From an optimization exercise on the open Yosys and OpenROAD flow, aimed at small area; shortcuts taken in it are not production practice. The RTL was checked by simulation tests, not by an equivalence proof against the original design. No activity file was given, so power comes from the tool's default toggle rates.

<file path="config.mk">
export PLATFORM = sky130hd
export DESIGN_NAME = reg_block
export DESIGN_NICKNAME = reg_block
export VERILOG_FILES = /design/flow/design.v
export SDC_FILE = /design/flow/constraint.sdc
export NUM_CORES = 4
export LEC_CHECK = 0
export CAP_MARGIN = 15
export CORE_MARGIN = 2
export CORE_UTILIZATION = 30
export CTS_CLUSTER_DIAMETER = 150
export CTS_CLUSTER_SIZE = 20
export GPL_TIMING_DRIVEN = 0
export PLACE_DENSITY = 0.4
export SLEW_MARGIN = 15
export SYNTH_HIERARCHICAL = 1
</file>
<file path="constraint.sdc">
create_clock -name core_clock -period 14.0 [get_ports {clk}]
set_input_delay 2.8000 -clock core_clock [delete_from_list [all_inputs] [get_ports {clk}]]
set_output_delay 2.8000 -clock core_clock [all_outputs]
set_load 0.01 [all_outputs]
</file>
<file path="design.v">
package reg_block_pkg;
    localparam int ADDR_W = 8;
    localparam int DATA_W = 16;
    localparam int DEPTH  = 2 ** ADDR_W;
    localparam int NUM_RD = 2;
    typedef logic [ADDR_W-1:0]             addr_t;
    typedef logic [DATA_W-1:0]             data_t;
    typedef logic [DEPTH*DATA_W-1:0]       mem_t;
endpackage
module reg_block_rdport (
    input  reg_block_pkg::addr_t                 addr,
    input  logic [reg_block_pkg::DEPTH-1:0]      valid,
    input  reg_block_pkg::mem_t                  mem,
    output reg_block_pkg::data_t                 data
);
    localparam int DEPTH  = reg_block_pkg::DEPTH;
    localparam int DATA_W = reg_block_pkg::DATA_W;
    localparam int NPAIR  = DEPTH / 2;    
    localparam int NL1    = NPAIR / 4;    
    localparam int NL2    = NL1 / 4;      
    logic [15:0] lo, hi;
    always_comb begin
        lo = '0;
        hi = '0;
        lo[addr[3:0]] = 1'b1;
        hi[addr[7:4]] = 1'b1;
    end
    logic [DEPTH-1:0] sel;
    for (genvar i = 0; i < DEPTH; i++) begin : g_sel
        reg_block_and3 u_sel (.a(hi[i/16]), .b(lo[i%16]), .c(valid[i]), .y(sel[i]));
    end
    for (genvar b = 0; b < DATA_W; b++) begin : g_bit
        logic [NPAIR-1:0] pair_n;   
        logic [NL1-1:0]   l1;       
        logic [NL2-1:0]   l2;       
        logic [1:0]       l3;       
        for (genvar g = 0; g < NPAIR; g++) begin : g_pair
            reg_block_aoi22 u_aoi (
                .a1 (sel[2*g]),   .a2 (mem[(2*g)*DATA_W+b]),
                .b1 (sel[2*g+1]), .b2 (mem[(2*g+1)*DATA_W+b]),
                .y  (pair_n[g])
            );
        end
        for (genvar k = 0; k < NL1; k++) begin : g_l1
            reg_block_nand4 u_n (.a(pair_n[4*k]), .b(pair_n[4*k+1]), .c(pair_n[4*k+2]), .d(pair_n[4*k+3]), .y(l1[k]));
        end
        for (genvar k = 0; k < NL2; k++) begin : g_l2
            reg_block_or4 u_n (.a(l1[4*k]), .b(l1[4*k+1]), .c(l1[4*k+2]), .d(l1[4*k+3]), .y(l2[k]));
        end
        for (genvar k = 0; k < 2; k++) begin : g_l3
            reg_block_or4 u_n (.a(l2[4*k]), .b(l2[4*k+1]), .c(l2[4*k+2]), .d(l2[4*k+3]), .y(l3[k]));
        end
        reg_block_or2 u_out (.a(l3[0]), .b(l3[1]), .y(data[b]));
    end
endmodule
module reg_block_aoi22 (
    input  logic a1, a2, b1, b2,
    output logic y
);
    assign y = ~((a1 & a2) | (b1 & b2));
endmodule
module reg_block_and3 (input logic a, b, c, output logic y);
    assign y = a & b & c;
endmodule
module reg_block_nand4 (input logic a, b, c, d, output logic y);
    assign y = ~(a & b & c & d);
endmodule
module reg_block_or4 (input logic a, b, c, d, output logic y);
    assign y = a | b | c | d;
endmodule
module reg_block (
    input  logic        clk,
    input  logic        rst_n,
    input  reg_block_pkg::addr_t       Addr_Out_A,
    input  reg_block_pkg::addr_t       Addr_Out_B,
    input  reg_block_pkg::addr_t       Addr_In,
    input  reg_block_pkg::data_t       Data_In,
    input  logic        WE,
    output reg_block_pkg::data_t       Data_Out_A,
    output reg_block_pkg::data_t       Data_Out_B
);
    localparam int DEPTH  = reg_block_pkg::DEPTH;
    localparam int DATA_W = reg_block_pkg::DATA_W;
    reg_block_pkg::mem_t  mem;
    reg_block_pkg::mem_t  mem_d;
    logic [DEPTH-1:0]     valid;
    logic [DEPTH-1:0]     valid_d;
    logic [DEPTH-1:0]     wr_sel;     
    logic [DEPTH-1:0]     wr_hold;    
    logic [15:0] wlo, whi, wlo_n, whi_n;
    always_comb begin
        wlo = '0;
        whi = '0;
        wlo[Addr_In[3:0]] = 1'b1;
        whi[Addr_In[7:4]] = WE;
    end
    assign wlo_n = ~wlo;
    assign whi_n = ~whi;
    for (genvar i = 0; i < DEPTH; i++) begin : g_row
        reg_block_nor2  u_we   (.a(whi_n[i/16]), .b(wlo_n[i%16]), .y(wr_sel[i]));
        reg_block_nand2 u_hold (.a(whi[i/16]),   .b(wlo[i%16]),   .y(wr_hold[i]));
        reg_block_or2   u_vld  (.a(valid[i]),    .b(wr_sel[i]),   .y(valid_d[i]));
        for (genvar b = 0; b < DATA_W; b++) begin : g_bit
            reg_block_hold u_bit (
                .ld   (wr_sel[i]),
                .hold (wr_hold[i]),
                .d    (Data_In[b]),
                .q    (mem[i*DATA_W+b]),
                .y    (mem_d[i*DATA_W+b])
            );
        end
    end
    always_ff @(posedge clk or negedge rst_n) begin
        if (!rst_n) valid <= '0;
        else        valid <= valid_d;
    end
    always_ff @(posedge clk) mem <= mem_d;
    reg_block_rdport u_rd_a (.addr(Addr_Out_A), .valid(valid), .mem(mem), .data(Data_Out_A));
    reg_block_rdport u_rd_b (.addr(Addr_Out_B), .valid(valid), .mem(mem), .data(Data_Out_B));
endmodule
module reg_block_hold (
    input  logic ld,
    input  logic hold,
    input  logic d,
    input  logic q,
    output logic y
);
    assign y = (ld & d) | (hold & q);
endmodule
module reg_block_nor2 (input logic a, b, output logic y);
    assign y = ~(a | b);
endmodule
module reg_block_nand2 (input logic a, b, output logic y);
    assign y = ~(a & b);
endmodule
module reg_block_or2 (input logic a, b, output logic y);
    assign y = a | b;
endmodule
</file>
<file path="run.sh">
#!/bin/bash
# synth_recipe.tcl (not shown) runs the flow's synth.tcl, then flattens the netlist and writes it again
# the make line also repeats each setting of config.mk as NAME=value (left out here)
make -C /OpenROAD-flow-scripts/flow DESIGN_CONFIG=/design/flow/config.mk WORK_HOME=/design/flow/orfs CLKGATE_MAP_FILE= SYNTH_SCRIPT=/design/flow/synth_recipe.tcl finish
</file>
==> results of run 1 <==
[cell usage in the layout, fill, tap and decap left out, types with 37 or more instances in the layout]
| cell | count |
|---|---|
| dfrtp_1 | 256 |
| or2_1 | 288 |
| buf_8 | 138 |
| clkdlybuf4s50_1 | 53 |
| a22oi_2 | 4096 |
| or4_1 | 320 |
| a22o_1 | 4096 |
| buf_12 | 85 |
| nor2_2 | 250 |
| and3_2 | 63 |
| and3_1 | 455 |
| buf_4 | 37 |
| clkbuf_1 | 115 |
| buf_6 | 89 |
| dfxtp_1 | 4096 |
| nand4_1 | 1025 |
| buf_16 | 149 |
| nand2_1 | 264 |
| diode_2 | 450 |
| clkbuf_16 | 243 |
[where the power goes]
part           internal, mW  switching, mW
Combinational         0.741          0.912
Clock                  3.24           4.79
Sequential             13.2          0.810
Total                  17.1           6.51
[registers in the layout, indices dropped and copies added (netlist names)]
name and flops:
mem 4096, valid 256
[metrics by stage]
| stage | area [µm²] | total power [mW] | hold slack [ns] | setup WS (ns) |
|---|---|---|---|---|
| floorplan | 193000 | 14.8 | 0.439 | 5.38 |
| detailed placement | 215000 | 15.9 | 0.456 | 1.16 |
| CTS | 222000 | 23.8 | 0.482 | 1.16 |
| finish | 223000 | 23.7 | 0.481 | 1.08 |
| global route | 222000 | 24.4 | 0.489 | 0.992 |
| global placement | 205000 | 15.7 | 0.453 | -7.85 |
[final cells by class]
class / instances / area [µm²] / area share, %
clock inverter: 10 / 138 / 0.0617
antenna: 450 / 1130 / 0.505
buffer: 13 / 82.6 / 0.0370
clock buffer: 361 / 6550 / 2.94
sequential: 4352 / 88400 / 39.6
timing repair buffer: 547 / 9650 / 4.33
tap: 8584 / 10700 / 4.82
inverter: 23 / 88.8 / 0.0398
multi-input combinational: 11100 / 106000 / 47.6
[Yosys cell counts, types with 6 or more instances]
cell type  instances  area [µm²]
a22o_1          4096       35900
a22oi_2         4096       51200
dfxtp_1         4096       82000
nand4_1         1025        6410
and3_1           518        3240
or4_1            320        2400
or2_1            288        1800
nand2_1          276        1040
nor2_1           274        1030
dfrtp_1          256        6410
nor2b_1           31         194
a21boi_0          23         173
inv_1             22        82.6
ha_1              21         263
nor3_1            20         100
nor3b_1           12        90.1
o21ai_0           11        55.1
a31oi_1           10        62.6
o21ai_1           10        50.1
buf_2              9        45.0
nand3_1            8        40.0
a21oi_1            7        35.0
o21a_1             7        52.6
nand2b_1           6        37.5
o31ai_1            6        45.0
or3_1              6        37.5
xor2_1             6        52.6
[per-layer routing]
metal / vias to the layer above / part of all wire (%)
li1: 69100 / -
met1: 86900 / 44
met2: 8014 / 43
met3: 1472 / 8.3
met4: 76 / 5.1
met5: - / 0.048
[final timing paths]
path | startpoint | endpoint | depth (start not counted)
hold / removal | valid[166]$_DFF_PN0_ | valid[166]$_DFF_PN0_ | 1
min in group asynchronous | rst_n | valid[29]$_DFF_PN0_ | 1
max in group asynchronous | rst_n | valid[170]$_DFF_PN0_ | 3
setup / recovery | Addr_Out_A[0] | Data_Out_A[13] | 16
hold reg to reg | valid[166]$_DFF_PN0_ | valid[166]$_DFF_PN0_ | 1
setup reg to reg | valid[120]$_DFF_PN0_ | valid[120]$_DFF_PN0_ | 1
[cells by family after synthesis]
family	count (synthesis)	share of synthesized area (%)
AO/OA/AOI/OAI	8284	45.4
XOR/XNOR	7	0.0317
adder cells (fa/ha/maj)	21	0.136
buffers and inverters	36	0.0874
flip-flops	4352	45.7
AND/OR/NAND/NOR	2807	8.60
[critical path, cell delays in order]
cell and delay [ns]:
clkdlybuf4s50_1 0.96, inv_1 0.16, ha_1 0.31, nor2b_1 0.19, a31oi_1 0.64, nor2b_4 0.25, buf_16 0.24, buf_12 0.16
buf_16 0.20, and3_1 0.50, a22oi_2 0.44, nand4_1 0.44, or4_1 1.02, or4_1 0.71, or2_1 0.41, clkdlybuf4s50_1 0.55
[modules after synthesis (local to each module, per instance), a selection]
module | area (µm²) | flip-flops and latches
reg_block_and3 | 6.26 | 0
reg_block_or4 | 7.51 | 0
reg_block_rdport | 598 | 0
reg_block_nor2 | 3.75 | 0
reg_block_nand2 | 3.75 | 0
reg_block_hold | 8.76 | 0
reg_block_aoi22 | 12.5 | 0
==> results.sh, run 1 <==
export IMPL_status="complete, but fails checks"
export IMPL_so_violations="antenna rules"
export IMPL_ir_drop_uv=111
export IMPL_netlist_area_mm2=0.193
export IMPL_wl_mm=1070
export IMPL_drive_gt1_share_pct=32.3
export IMPL_fin_util_pct=34.8
export IMPL_synth_cell_types=50
export IMPL_io_pins=75
export IMPL_synth_edf_count=0
export IMPL_vias_per_cell=6.50
export IMPL_avgSynthCellArea_um2=12.5
export IMPL_synth_cells=15500
export IMPL_row_count=294
export IMPL_clk_pin_slew_ns=0.09
export IMPL_yosysSeqAreaShare_pct=45.7
export IMPL_nets=16400
export IMPL_period_minus_slack_ns=12.92
export IMPL_grt_use_met2_pct=46.1
export IMPL_yosys_warnings=8
export IMPL_cts_hold_buf=0
export IMPL_final_fill_count=63400
export IMPL_post_cts_buffers=0
export IMPL_finalSetupViolations=0
export IMPL_placed_cells=24600
export IMPL_period_share_pct=92.3
export IMPL_cts_sinks=4352
export IMPL_start_kind="primary input"
export IMPL_tightestPinTransition_ns=1.39
export IMPL_cts_tree="done"
export IMPL_finClkSkew_ns=0
export IMPL_dieArea_mm2=0.651
export IMPL_end_kind="output pin"
export IMPL_ctsLongestPathBuffers=4
export IMPL_gp_congestion=0.932
export IMPL_port_buffers=70
export IMPL_relSlewSlack_pct=7.30
export IMPL_hpwl_mm=756
export IMPL_wl_per_cell_um=41.9
export IMPL_rsz0062_at_grt="no"
export IMPL_worstSkewPairLatency_ns=1.05
export IMPL_final_cells=25500
export IMPL_clockRootBuffer="clkbuf_16"
export IMPL_busiest_layer="met2"
export IMPL_r2r_slack_ns=13.27
export IMPL_critical_path_peak_fanout=16
export IMPL_drt_pass1_iterations=8
export IMPL_track_usage_pct=31.2
export IMPL_cts_buffers=240
export IMPL_antenna_found_initial=268
export IMPL_start_util_pct=30.1
export IMPL_synth_fp_nets=15600
export IMPL_drc_errors=0
export IMPL_leakagePower_nw=74.6
export IMPL_drt_initial_drc_count=19200
export IMPL_critPathKind="in -> out"
export IMPL_core_mm2=0.642
export IMPL_synth_seq_cells=4352
export IMPL_overflow=0
export IMPL_h_tree_depth=4
export IMPL_syn_to_final_growth_pct=15.4
export IMPL_grt_pass1_vias=153000
export IMPL_tns_ns=0
export IMPL_hold_viol=0
export IMPL_grt_pass1_wl_mm=1420
export IMPL_max_cap_violations=0
export IMPL_cp_required_ns=11.20
export IMPL_power_density_mw_per_mm2=106
export IMPL_use_met1_pct=43.1
export IMPL_fp_dieW_um=807
export IMPL_finalMaxSlewViolations=0
export IMPL_grt_max_degree=77
export IMPL_antenna_left=2
export IMPL_fmax_mhz=77.4
export IMPL_postCtsResizedCells=0
export IMPL_async_reset_ff_share_pct=5.88
export IMPL_grt_util_met3_pct=6.93
export IMPL_synth_ff_type="dfxtp_1"
export IMPL_worst_hold_path_type="reg -> reg"
export IMPL_vias=165000
export IMPL_crit_arrival_ns=10.12
export IMPL_die_h_um=807
==> inputs of run 2 (changes only) <==
--- a/design.v
+++ b/design.v
@@ -17,5 +17,4 @@
     localparam int DATA_W = reg_block_pkg::DATA_W;
-    localparam int NPAIR  = DEPTH / 2;    
-    localparam int NL1    = NPAIR / 4;    
-    localparam int NL2    = NL1 / 4;      
+    localparam int NGRP   = DEPTH / 8;    
+    localparam int NL2    = NGRP / 4;     
     logic [15:0] lo, hi;
@@ -32,18 +31,14 @@
     for (genvar b = 0; b < DATA_W; b++) begin : g_bit
-        logic [NPAIR-1:0] pair_n;   
-        logic [NL1-1:0]   l1;       
-        logic [NL2-1:0]   l2;       
-        logic [1:0]       l3;       
-        for (genvar g = 0; g < NPAIR; g++) begin : g_pair
-            reg_block_aoi22 u_aoi (
-                .a1 (sel[2*g]),   .a2 (mem[(2*g)*DATA_W+b]),
-                .b1 (sel[2*g+1]), .b2 (mem[(2*g+1)*DATA_W+b]),
-                .y  (pair_n[g])
-            );
-        end
-        for (genvar k = 0; k < NL1; k++) begin : g_l1
-            reg_block_nand4 u_n (.a(pair_n[4*k]), .b(pair_n[4*k+1]), .c(pair_n[4*k+2]), .d(pair_n[4*k+3]), .y(l1[k]));
+        logic [NGRP-1:0] grp;    
+        logic [NL2-1:0]  l2;
+        logic [1:0]      l3;
+        for (genvar g = 0; g < NGRP; g++) begin : g_grp
+            logic [7:0] d;
+            for (genvar k = 0; k < 8; k++) begin : g_d
+                assign d[k] = mem[(8*g+k)*DATA_W+b];
+            end
+            reg_block_grp8 u_grp (.s(sel[8*g +: 8]), .d(d), .y(grp[g]));
         end
         for (genvar k = 0; k < NL2; k++) begin : g_l2
-            reg_block_or4 u_n (.a(l1[4*k]), .b(l1[4*k+1]), .c(l1[4*k+2]), .d(l1[4*k+3]), .y(l2[k]));
+            reg_block_or4 u_n (.a(grp[4*k]), .b(grp[4*k+1]), .c(grp[4*k+2]), .d(grp[4*k+3]), .y(l2[k]));
         end
@@ -55,7 +50,8 @@
 endmodule
-module reg_block_aoi22 (
-    input  logic a1, a2, b1, b2,
-    output logic y
+module reg_block_grp8 (
+    input  logic [7:0] s,
+    input  logic [7:0] d,
+    output logic       y
 );
-    assign y = ~((a1 & a2) | (b1 & b2));
+    assign y = |(s & d);
 endmodule
@@ -63,5 +59,2 @@
     assign y = a & b & c;
-endmodule
-module reg_block_nand4 (input logic a, b, c, d, output logic y);
-    assign y = ~(a & b & c & d);
 endmodule
==> run 2 against run 1 <==
Against the previous run: the run now finishes clean; clock power shrank 1%; largest power group unchanged; area after synthesis shrank 11%; highest routed layer unchanged; largest cell class is now sequential cells; first-iteration DRC count grew 31%; die area shrank 11%.
==> results.sh, run 2 <==
export IMPL_vias=166000
export IMPL_holdCritStartpoint="valid[77]$_DFF_PN0_"
export IMPL_grt_max_degree=74
export IMPL_max_stage_delay_ns=0.95
export IMPL_r2r_slack_ns=13.26
export IMPL_cp_cell_sequence="clkdlybuf4s50_1 -> inv_1 -> ha_1 -> nor2b_1 -> o21ai_1 -> a21boi_4 -> buf_16 -> buf_16 -> buf_16 -> and3_1 -> a22oi_1 -> nand4_1 -> or4_1 -> or4_1 -> or2_1 -> clkdlybuf4s50_1"
export IMPL_wl_per_cell_um=42.2
export IMPL_rsz0062_at_grt="no"
export IMPL_hpwl_mm=726
export IMPL_slowest_stage="or4_1"
export IMPL_status="no timing/DRC/antenna violations"
export IMPL_final_area_mm2=0.200
export IMPL_grt_pass1_wl_mm=1360
export IMPL_min_to="valid[77]$_DFF_PN0_"
export IMPL_tightestPinTransition_ns=1.17
export IMPL_crit_top_cell="buf_16"
export IMPL_largestRegisters="mem: 4096 flops, valid: 256 flops"
export IMPL_ir_drop_uv=122
export IMPL_port_buffers=70
export IMPL_yosysSeqAreaShare_pct=51.2
export IMPL_m1WireLength_mm=426
export IMPL_wl_mm=1030
export IMPL_core_mm2=0.574
export IMPL_yosys_warnings=8
export IMPL_p_switching_mw=6.22
export IMPL_finalMaxSlewViolations=0
export IMPL_r2r_worst_path_cells=1
export IMPL_avgSynthCellArea_um2=11.1
export IMPL_largest_reg_flops=4096
export IMPL_hold_depth=1
export IMPL_worst_hold_path_type="reg -> reg"
export IMPL_yosysTopAreaCellShare_pct=47.5
export IMPL_antenna_left=0
export IMPL_finClkSkew_ns=0
export IMPL_crit_arrival_ns=9.73
export IMPL_grt_pass1_vias=149000
export IMPL_antenna_found_initial=236
export IMPL_synth_seq_cells=4352
export IMPL_syn_to_final_growth_pct=15.9
export IMPL_met3_length_mm=91.8
export IMPL_reg2reg_from="valid[57]$_DFF_PN0_"
export IMPL_multi_input_area_mm2=0.0856
export IMPL_fmax_mhz=79.8
export IMPL_die_h_um=763
export IMPL_async_reset_ff_share_pct=5.88
export IMPL_max_cap_violations=0
export IMPL_synth_edf_count=0
export IMPL_synth_fp_nets=15600
export IMPL_cts_tree="done"
export IMPL_period_minus_slack_ns=12.53
export IMPL_netSwitchingFraction_pct=26.7
export IMPL_register_area_mm2=0.0884
export IMPL_clock_power_share_pct=34.0
export IMPL_p_int_mw=17.1
export IMPL_fin_ws_ns=1.47
export IMPL_hold_viol=0
export IMPL_synth_cells=15500
export IMPL_relSlewSlack_pct=22.2
export IMPL_finalSetupViolations=0
export IMPL_period_share_pct=89.5
export IMPL_top_register="mem"
export IMPL_power_frac_comb_pct=6.8
export IMPL_layout_common_cells="a22o_1, a22oi_1, dfxtp_1"
export IMPL_critical_path_peak_fanout=16
export IMPL_clk_pin_slew_ns=0.09
export IMPL_synth_cell_types=50
export IMPL_post_cts_buffers=0
export IMPL_cts_hold_buf=0
export IMPL_overflow=0
export IMPL_dieArea_mm2=0.582
export IMPL_dr_wl_met2_mm=432
export IMPL_cts_sinks=4352
export IMPL_track_usage_pct=33.3
export IMPL_gp_congestion=0.941
export IMPL_ys_top_cells_by_count="a22o_1, a22oi_1, dfxtp_1, nand4_1, and3_1"
export IMPL_top_layer="met5"
export IMPL_leakagePower_nw=73.8
export IMPL_postCtsResizedCells=0
export IMPL_h_tree_depth=4
export IMPL_start_kind="primary input"
export IMPL_fp_dieW_um=763
export IMPL_rr_endpoint="valid[57]$_DFF_PN0_"
export IMPL_seqPwrFrac_pct=59.2
export IMPL_final_fill_count=56900
export IMPL_start_util_pct=30.1
export IMPL_cts_buffers=240
export IMPL_clockRootBuffer="clkbuf_16"
export IMPL_nets=16300
export IMPL_netlist_area_mm2=0.173
export IMPL_worstSkewPairLatency_ns=1.03
export IMPL_cp_required_ns=11.20
export IMPL_dp_slack_ns=1.83
export IMPL_synth_ff_type="dfxtp_1"
export IMPL_place_area_mm2=0.193
export IMPL_critPathKind="in -> out"
export IMPL_vias_per_cell=6.82
export IMPL_yosys_top_cells_area="dfxtp_1, a22o_1, a22oi_1"
export IMPL_drc_errors=0
export IMPL_tns_ns=0
export IMPL_end_kind="output pin"
export IMPL_drt_pass1_iterations=7
export IMPL_io_pins=75
export IMPL_synth_top_area_cell="dfxtp_1"
export IMPL_power_density_mw_per_mm2=116
export IMPL_drive_gt1_share_pct=6.61
export IMPL_row_count=278
export IMPL_drt_initial_drc_count=25100
export IMPL_ctsLongestPathBuffers=4
==> run 2: cell types whose count changed in the layout (fill, tap and decap cells not counted), moves of 4 or more <==
cell | previous run | this run
and3_2 | 63 | 4
buf_16 | 149 | 153
a22oi_2 | 4096 | 0
diode_2 | 450 | 413
buf_4 | 37 | 27
buf_6 | 89 | 79
and3_1 | 455 | 514
buf_8 | 138 | 99
a22oi_1 | 0 | 4096
==> run 2: worst max path at each step <==
stage / from / endpoint
2_1_floorplan: Addr_Out_A[4] / Data_Out_A[0]
3_3_place_gp: rst_n / valid[84]$_DFF_PN0_
3_5_place_dp: Addr_Out_A[0] / Data_Out_A[3]
4_1_cts: Addr_Out_A[0] / Data_Out_A[3]
5_1_grt: Addr_Out_A[0] / Data_Out_A[11]
6_report: Addr_Out_B[0] / Data_Out_B[3]
==> run 2: worst max-delay path: cells and delay by family <==
family / cells / cell delay, ns
AND/OR/NAND/NOR: 6 / 3.56
buffers and inverters: 6 / 2.06
AO/OA/AOI/OAI: 3 / 0.88
adder cells (fa/ha/maj): 1 / 0.30
==> run 2: cell families (layout without fill, tap and decap cells) <==
family | after synthesis | after routing | share of synthesized area, %
flip-flops | 4352 | 4352 | 51.2
AND/OR/NAND/NOR | 2807 | 2807 | 9.62
buffers and inverters | 36 | 893 | 0.0978
XOR/XNOR | 7 | 7 | 0.0355
adder cells (fa/ha/maj) | 21 | 21 | 0.152
AO/OA/AOI/OAI | 8284 | 8284 | 38.9
other | 0 | 413 | 0
==> run 2: Yosys stat by module, one instance, submodules excluded <==
module | times used | flops+latches | area, µm²
reg_block_nand2 | 256 | 0 | 3.75
reg_block_or4 | 320 | 0 | 7.51
reg_block_and3 | 512 | 0 | 6.26
reg_block | 1 | 4352 | 89200
reg_block_nor2 | 256 | 0 | 3.75
reg_block_grp8 | 1024 | 0 | 36.3
reg_block_hold | 4096 | 0 | 8.76
reg_block_rdport | 2 | 0 | 598
reg_block_or2 | 288 | 0 | 6.26
==> run 2: layout make-up <==
| cell class | count | share of cell area (%) |
|---|---|---|
| inverters | 23 | 0.0444 |
| plain buffers | 13 | 0.0412 |
| repair buffers | 489 | 4.46 |
| flip-flops and latches | 4352 | 44.1 |
| multi-input cells | 11100 | 42.8 |
| well taps | 7560 | 4.72 |
| clock inverters | 9 | 0.0637 |
| clock buffers | 359 | 3.25 |
| diodes | 413 | 0.516 |
==> run 2: metal layers <==
metal  vias up  track usage [%]
met5         -                0
met4        40             21.7
met3      1803             7.16
met2     10100             48.2
met1     85200             44.7
li1      68900                -
==> run 2: per-stage QoR <==
step | hold slack, ns | cells | power (mW) | utilization (%)
detailed placement | 0.457 | 23600 | 15.6 | 33.6
global placement | 0.453 | 23100 | 15.4 | 31.9
floorplan | 0.439 | 15500 | 14.5 | -
CTS | 0.482 | 23900 | 23.4 | 34.7
global route | 0.491 | 24200 | 24.0 | 34.8
finish | 0.481 | 24300 | 23.3 | 34.9
==> run 2: power groups by stage <==
stage | Combinational, mW | Clock, mW | Sequential [mW]
3_5_place_dp | 1.56 | 0 | 14.0
2_1_floorplan | 0.676 | 0 | 13.9
3_3_place_gp | 1.36 | 0 | 14.0
5_1_grt | 1.64 | 8.44 | 13.9
4_1_cts | 1.56 | 8.07 | 13.8
6_report | 1.58 | 7.92 | 13.8
==> inputs of run 3 (changes only) <==
--- a/config.mk
+++ b/config.mk
@@ -7,5 +7,5 @@
 export LEC_CHECK = 0
-export CAP_MARGIN = 15
+export CAP_MARGIN = 30
 export CORE_MARGIN = 2
-export CORE_UTILIZATION = 30
+export CORE_UTILIZATION = 35
 export CTS_CLUSTER_DIAMETER = 150
@@ -13,4 +13,4 @@
 export GPL_TIMING_DRIVEN = 0
-export PLACE_DENSITY = 0.4
-export SLEW_MARGIN = 15
+export PLACE_DENSITY = 0.45
+export SLEW_MARGIN = 30
 export SYNTH_HIERARCHICAL = 1
==> run 3 against run 2 <==
Against the previous run: largest power group unchanged; final cell count is 4.8% lower; count of clock-buffer cells in the layout decreased by 3; clock skew unchanged; die area fell by 14%; register-to-register slack about the same; still clean on timing, DRC and antenna; highest routed layer unchanged; critical endpoint unchanged; wire length is 5.5% lower.
==> results.sh, run 3 <==
export IMPL_post_cts_buffers=0
export IMPL_crit_arrival_ns=10.02
export IMPL_antenna_left=0
export IMPL_worst_hold_path_type="reg -> reg"
export IMPL_avgSynthCellArea_um2=11.1
export IMPL_hold_viol=0
export IMPL_top_register="mem"
export IMPL_worstSkewPairLatency_ns=1.02
export IMPL_relSlewSlack_pct=26.1
export IMPL_nets=16300
export IMPL_port_buffers=70
export IMPL_synth_top_family_by_area="compound AO/OA/AOI/OAI gates"
export IMPL_clk_pin_slew_ns=0.09
export IMPL_largest_reg_flops=4096
export IMPL_end_kind="output pin"
export IMPL_yosys_top_cells_area="dfxtp_1, a22o_1, a22oi_1"
export IMPL_max_cap_violations=0
export IMPL_start_util_pct=35.1
export IMPL_layout_common_cells="a22o_1, a22oi_1, dfxtp_1"
export IMPL_start_kind="primary input"
export IMPL_ctsLongestPathBuffers=4
export IMPL_status="no timing/DRC/antenna violations"
export IMPL_dp_slack_ns=1.51
export IMPL_period_minus_slack_ns=12.82
export IMPL_antenna_found_initial=235
export IMPL_finalMaxSlewViolations=0
export IMPL_hpwl_mm=680
export IMPL_h_tree_depth=4
export IMPL_place_area_mm2=0.191
export IMPL_drt_pass1_iterations=7
export IMPL_cts_tree="done"
export IMPL_cp_required_ns=11.20
export IMPL_finClkSkew_ns=0
export IMPL_synth_ff_type="dfxtp_1"
export IMPL_cp_top_family="simple AND/OR/NAND/NOR gates"
export IMPL_power_density_mw_per_mm2=117
export IMPL_async_reset_ff_share_pct=5.88
export IMPL_drive_gt1_share_pct=6.41
export IMPL_critPathKind="in -> out"
export IMPL_synth_simple_area_share_pct=9.62
export IMPL_wl_per_cell_um=41.9
export IMPL_largestRegisters="mem: 4096 flops, valid: 256 flops"
export IMPL_fin_ws_ns=1.18
export IMPL_synthXorXnorAreaFrac_pct=0.0355
export IMPL_fp_dieW_um=707
export IMPL_postCtsResizedCells=0
export IMPL_vias_per_cell=7.18
export IMPL_yosysSeqAreaShare_pct=51.2
export IMPL_finalSetupViolations=0
export IMPL_grt_pass1_wl_mm=1300
export IMPL_synth_fp_nets=15600
export IMPL_critical_path_peak_fanout=16
export IMPL_synth_seq_cells=4352
export IMPL_netlist_area_mm2=0.173
export IMPL_period_share_pct=91.6
export IMPL_worst_path_buf_inv=6
export IMPL_drc_errors=0
export IMPL_wl_mm=970
export IMPL_ys_top_cells_by_count="a22o_1, a22oi_1, dfxtp_1, nand4_1, and3_1"
export IMPL_track_usage_pct=36.7
export IMPL_synth_edf_count=0
export IMPL_final_area_mm2=0.198
export IMPL_syn_to_final_growth_pct=14.7
export IMPL_drt_initial_drc_count=25600
export IMPL_slowest_stage="or4_1"
export IMPL_core_mm2=0.493
export IMPL_synth_compound_area_share_pct=38.9
export IMPL_tightestPinTransition_ns=1.11
export IMPL_final_cells=23200
export IMPL_fmax_mhz=78.0
export IMPL_synth_cells=15500
export IMPL_rsz0062_at_grt="no"
export IMPL_max_stage_delay_ns=0.91
export IMPL_placed_cells=22400
export IMPL_synth_mux_area_share_pct=0
export IMPL_die_h_um=707
export IMPL_clockRootBuffer="clkbuf_16"
export IMPL_row_count=258
export IMPL_grt_max_degree=67
export IMPL_hold_ws_ns=0.478
export IMPL_leakagePower_nw=73.4
export IMPL_cts_hold_buf=0
export IMPL_cp_cell_sequence="clkdlybuf4s50_1 -> inv_1 -> ha_1 -> nor2b_1 -> a31oi_1 -> nor2b_4 -> buf_16 -> buf_16 -> buf_16 -> and3_1 -> a22oi_1 -> nand4_1 -> or4_1 -> or4_1 -> or2_1 -> clkdlybuf4s50_1"
export IMPL_crit_top_cell="buf_16"
export IMPL_synth_top_area_cell="dfxtp_1"
export IMPL_cts_sinks=4352
export IMPL_vias=166000
export IMPL_ir_drop_uv=157
export IMPL_gp_congestion=0.993
export IMPL_synth_cell_types=50
export IMPL_yosysTopAreaCellShare_pct=47.5
export IMPL_tns_ns=0
export IMPL_cts_buffers=240
export IMPL_yosys_warnings=8
export IMPL_grt_pass1_vias=148000
export IMPL_synthAdderAreaFrac_pct=0.152
export IMPL_overflow=0
export IMPL_dieArea_mm2=0.499
export IMPL_io_pins=75
[run 3: cell families after synthesis]
logic type,count (synthesis)
AO/OA/AOI/OAI,8284
flip-flops,4352
AND/OR/NAND/NOR,2807
buffers and inverters,36
adder cells (fa/ha/maj),21
XOR/XNOR,7
[run 3: worst paths after layout]
path / startpoint / endpoint / slack (ns) / cells past startpoint
worst max register to register: valid[235]$_DFF_PN0_ / valid[235]$_DFF_PN0_ / 13.26 / 1
max in group asynchronous: rst_n / valid[138]$_DFF_PN0_ / 10.88 / 4
worst min-delay path: valid[45]$_DFF_PN0_ / valid[45]$_DFF_PN0_ / 0.48 / 1
worst max-delay path: Addr_Out_B[0] / Data_Out_B[3] / 1.18 / 16
min in group asynchronous: rst_n / valid[68]$_DFF_PN0_ / 1.60 / 1
worst min register to register: valid[45]$_DFF_PN0_ / valid[45]$_DFF_PN0_ / 0.48 / 1
[run 3: area by class of cell]
type                    count  area, µm²
inverters                  23       91.3
repair buffers            441       8000
fillers                 47600     294000
plain buffers              13       82.6
flip-flops and latches   4352      88400
clock buffers             356       6550
well taps                6500       8130
clock inverters             6       72.6
diodes                    355        888
multi-input cells       11100      85900
[run 3: power by group]
group	internal [mW]	switching, mW
clock network	3.23	4.61
registers	13.2	0.612
logic	0.682	0.861
[run 3: per-module statistics from Yosys, one instance, submodules excluded, a selection]
module / area (µm²) / cells inside / flops+latches
reg_block_or4: 7.51 / 1 / 0
reg_block_rdport: 598 / 84 / 0
reg_block_hold: 8.76 / 1 / 0
reg_block_nor2: 3.75 / 1 / 0
reg_block_or2: 6.26 / 1 / 0
reg_block_and3: 6.26 / 1 / 0
reg_block_nand2: 3.75 / 1 / 0
reg_block_grp8: 36.3 / 5 / 0
[run 3: per-layer routing]
layer  GRT usage (%)  vias to the layer above  part of all wire, %
met5               0                        -                0.047
met3            8.81                     1923                   10
met2            52.3                    10700                   42
li1                -                    68800                    -
met4            23.1                       64                  7.1
met1            49.5                    84900                   41
[run 3: metrics by stage]
stage	total power [mW]	utilization, %
5_1_grt	23.8	40.2
2_1_floorplan	14.5	-
6_report	23.2	40.2
4_1_cts	23.2	40.0
3_3_place_gp	15.3	36.9
3_5_place_dp	15.5	38.7

==> static timing again, ports no longer ideal <==
The flow's constraints put no driver on any port. The routed layouts listed below were extracted and timed again, unchanged, in two steps.
Step 1 (the two cells are an assumption about what drives the block):
set clk [get_ports {clk}]
set_driving_cell -lib_cell sky130_fd_sc_hd__clkbuf_16 $clk
set_driving_cell -lib_cell sky130_fd_sc_hd__buf_2 [delete_from_list [all_inputs] $clk]
Step 2 adds t to the input delays and takes it off the output delays; t is the mean of the earliest and latest rising clock arrival at the registers after step 1. Input paths then give back, and output paths get back, about the clock's delay inside the block.
Slacks: ideal / step 1 / step 2; pairs: ideal / step 1.
run | t, ns | setup WS [ns] | worst setup path at the end | latest minus earliest clock arrival (ns)
run 1 | 1.202 | 1.078 / 1.046 / 1.046 | input to output | 0.096 / 0.096
run 2 | 1.182 | 1.468 / 1.357 / 1.357 | input to output | 0.098 / 0.098
run 3 | 1.160 | 1.181 / 0.979 / 0.979 | input to output | 0.095 / 0.095
The setup slack of run 3, which loses most, moves by -0.202 ns with the drivers and by -0.202 ns with both steps.
